This design comes from an exercise in tuning for small area on the open sky130 flow, not from production work. The RTL was checked by simulation tests, not by an equivalence proof against the original design. Power figures rest on the tool's default switching activity, not on a simulated workload.

==> maple: inputs <==
==> flow/design.v (excerpt) <==
module maze_mem #(
  parameter int maze_width = MAZE_WIDTH
) (
  input  logic                    clk,
  input  logic                    rst_n,
  input  logic                    load_start,
  input  logic                    load_valid,
  input  logic [7:0]              load_data,
  output logic                    load_ready,
  output logic                    solver_rst_n,
  input  logic [maze_width-1:0]   row,
  input  logic [maze_width-1:0]   col,
  input  logic                    maze_oe,
  input  logic                    maze_we,
  output logic                    maze_in,
  input  logic                    done,
  output logic [2*maze_width:0]   path_count,
  output logic                    we_on_wall
);
Settings: LEC_CHECK=0, CAP_MARGIN=20, CORE_MARGIN=2, CORE_UTILIZATION=72, CTS_BUF_LIST=sky130_fd_sc_hd__clkbuf_8, CTS_CLUSTER_DIAMETER=70, CTS_CLUSTER_SIZE=16, SLEW_MARGIN=20, SYNTH_HIERARCHICAL=1; clock period 8.0 ns.
run.sh (not shown) runs the stock make flow with config.mk's settings and CLKGATE_MAP_FILE= SYNTH_SCRIPT=/design/flow/synth_recipe.tcl, a recipe that flattens the netlist after the stock synthesis.
==> zinc: changes against maple <==
--- a/flow/config.mk
+++ b/flow/config.mk
@@ -7,7 +7,7 @@
 export LEC_CHECK = 0
 export CAP_MARGIN = 20
 export CORE_MARGIN = 2
-export CORE_UTILIZATION = 72
+export CORE_UTILIZATION = 75
 export CTS_BUF_LIST = sky130_fd_sc_hd__clkbuf_8
 export CTS_CLUSTER_DIAMETER = 70
 export CTS_CLUSTER_SIZE = 16
==> pepper: changes against maple <==
--- a/flow/config.mk
+++ b/flow/config.mk
@@ -7,9 +7,9 @@
 export LEC_CHECK = 0
 export CAP_MARGIN = 20
 export CORE_MARGIN = 2
-export CORE_UTILIZATION = 72
+export CORE_UTILIZATION = 75
 export CTS_BUF_LIST = sky130_fd_sc_hd__clkbuf_8
-export CTS_CLUSTER_DIAMETER = 70
+export CTS_CLUSTER_DIAMETER = 60
 export CTS_CLUSTER_SIZE = 16
 export SLEW_MARGIN = 20
 export SYNTH_HIERARCHICAL = 1
==> notes.md <==
maple ran to the end with no violations. pepper went through all stages and came out clean. zinc produced a clean layout.
Cell area: zinc > pepper > maple.
The highest clock skew belongs to pepper, the lowest to maple.
In sequential cell count, zinc and pepper do not differ.
Between zinc and maple, the lower combinational power is in maple (gap about 4%, measured against maple).
Between zinc and maple, the lower cell count is in maple (gap about 0.27%, measured against maple).
Between maple and zinc, the lower die area is in zinc (gap 4.1%, measured against zinc).
Against pepper, the register-to-register slack of maple is better by 30 ps.
In synthesized area, zinc and pepper do not differ.
==> figures <==
item	zinc	maple	pepper
Area post-placement	63100 um2	62800 um2	63100 um2
Clock network power consumption	4.03 mW	4.01 mW	4.04 mW
Vias in the first global route	46746	45887	46699
Routed wire length on met2	81200 um	79500 um	80300 um
Status	complete, no violations	complete, no violations	complete, no violations
Skew-Pair Late Insertion Delay	830 ps	830 ps	840 ps
Core Footprint	80300 um2	83600 um2	80300 um2
Sequential power share	54.4%	54.9%	54.4%
Chip Width	288 um	294 um	288 um
Worst hold start	m_74[5]	m_21[0]	m_15[3]
Leakage power summed over all cells	24.1 nW	23.9 nW	24.1 nW
Total design power	17.0 mW	16.9 mW	17.0 mW
Vias after detailed routing	51060	50751	51147
Average vias per placed instance	8.17	8.14	8.18
Area occupied by registers	34400 um2	34400 um2	34400 um2
Worst VDD drop	0.387 mV	0.643 mV	0.359 mV
Reported combinational group power	3.73 mW	3.60 mW	3.70 mW
Starting Density	75.6%	72.6%	75.6%


==> run B <==
maze_mem again, from the RTL that the note above started with.
Settings: LEC_CHECK=0, CAP_MARGIN=10, CORE_MARGIN=2, CORE_UTILIZATION=70, CTS_BUF_LIST=sky130_fd_sc_hd__clkbuf_8, CTS_CLUSTER_DIAMETER=70, CTS_CLUSTER_SIZE=16, GPL_TIMING_DRIVEN=0, SLEW_MARGIN=10, SYNTH_HIERARCHICAL=1; clock period 8.0 ns.
==> inputs of run P, as changes to run B <==
--- a/flow/config.mk
+++ b/flow/config.mk
@@ -6,11 +6,10 @@
 export NUM_CORES = 4
 export LEC_CHECK = 0
-export CAP_MARGIN = 10
+export CAP_MARGIN = 20
 export CORE_MARGIN = 2
-export CORE_UTILIZATION = 70
+export CORE_UTILIZATION = 65
 export CTS_BUF_LIST = sky130_fd_sc_hd__clkbuf_8
 export CTS_CLUSTER_DIAMETER = 70
 export CTS_CLUSTER_SIZE = 16
-export GPL_TIMING_DRIVEN = 0
-export SLEW_MARGIN = 10
+export SLEW_MARGIN = 20
 export SYNTH_HIERARCHICAL = 1
==> inputs of run Y, as changes to run B <==
--- a/flow/config.mk
+++ b/flow/config.mk
@@ -6,5 +6,5 @@
 export NUM_CORES = 4
 export LEC_CHECK = 0
-export CAP_MARGIN = 10
+export CAP_MARGIN = 20
 export CORE_MARGIN = 2
 export CORE_UTILIZATION = 70
@@ -12,5 +12,4 @@
 export CTS_CLUSTER_DIAMETER = 70
 export CTS_CLUSTER_SIZE = 16
-export GPL_TIMING_DRIVEN = 0
-export SLEW_MARGIN = 10
+export SLEW_MARGIN = 20
 export SYNTH_HIERARCHICAL = 1
==> qor summary <==
Setup slack at placement: run B 0.814 ns; run Y 1.09 ns; run P 0.866 ns
Final standard cell count with taps included and fillers excluded: run B 6350; run Y 6352; run P 6474
Drt wl/cell: run B 30.7 µm; run Y 30.8 µm; run P 30.5 µm
Fraction of cell area in non-clock buffers: run B 2.70%; run Y 1.81%; run P 1.99%
Buffers outside the clock class: run B 136; run Y 140; run P 153
Transition time at the pin with the least slew margin: run B 1.29 ns; run Y 1.34 ns; run P 1.24 ns
Routed wl met2: run B 82700 µm; run Y 83100 µm; run P 82700 µm
Area grow syn2layout: run B 8.43%; run Y 7.50%; run P 7.95%
Result of the run: run B timing/DRC/antenna clean; run Y timing/DRC/antenna clean; run P timing/DRC/antenna clean
Worst Slack Setup Final: run B 0.238 ns; run Y 0.404 ns; run P 0.316 ns
Reg-to-reg slack, setup: run B 0.71 ns; run Y 1.34 ns; run P 1.19 ns
Total routing resource utilization after global routing: run B 41.7%; run Y 41.7%; run P 39.4%
Skew final: run B 0.0322 ns; run Y 0.0261 ns; run P 0.0283 ns
Final total power: run B 0.0172 W; run Y 0.0169 W; run P 0.0169 W
Combinational Power Share: run B 22.9%; run Y 21.5%; run P 21.7%
Clock Buffer Count: run B 121; run Y 120; run P 118
Design internal power: run B 0.0113 W; run Y 0.0112 W; run P 0.0112 W
Post-route fraction of the period consumed by the critical path: run B 97.0%; run Y 95.0%; run P 96.0%
Min Tclk post-route: run B 7.76 ns; run Y 7.60 ns; run P 7.68 ns
Floorplan core area: run B 85500 µm²; run Y 85500 µm²; run P 92900 µm²
Met3 Routed Length: run B 25700 µm; run Y 25100 µm; run P 23600 µm
Area used by multi-input combinational logic: run B 26300 µm²; run Y 26400 µm²; run P 26400 µm²
Power share of the sequential group: run B 53.9%; run Y 54.9%; run P 54.6%
Worst voltage drop across the vdd grid: run B 0.000507 V; run Y 0.000448 V; run P 0.000481 V
Initial antenna violation count: run B 21; run Y 15; run P 14
Sequential share of cell area: run B 52.3%; run Y 52.7%; run P 52.5%

## static timing again, ports no longer ideal
No port has a modelled driver above. Below, the same layouts with a new extraction and two added sets of constraints.
Step 1 sets driving cells, clkbuf_16 on the clock port and buf_2 on the other inputs (assumed; they add their load-dependent delay and slew).
Step 2 moves the port delays by t, midway between the first and last clock arrival at a register: inputs arrive t later, outputs are due t later. That takes back most of the time a late clock gives input paths.
Three values: ideal, step 1, step 2; two values: the first two.
| run | shift t [ns] | setup WS [ns] | latest minus earliest clock arrival (ns) | pins driven straight from the clock port |
|---|---|---|---|---|
| maple | 0.875 | 0.353 / 0.286 / 1.162 | 0.043 / 0.043 | 1 |
| zinc | 0.871 | 0.379 / 0.310 / 1.110 | 0.056 / 0.055 | 1 |
| pepper | 0.879 | 0.332 / 0.263 / 1.142 | 0.061 / 0.060 | 1 |
| run B | 0.879 | 0.238 / 0.170 / 0.713 | 0.038 / 0.038 | 1 |
| run P | 0.904 | 0.316 / 0.246 / 0.997 | 0.038 / 0.038 | 1 |
| run Y | 0.897 | 0.404 / 0.333 / 1.188 | 0.028 / 0.028 | 1 |
After both steps setup and hold are still met in every run listed.
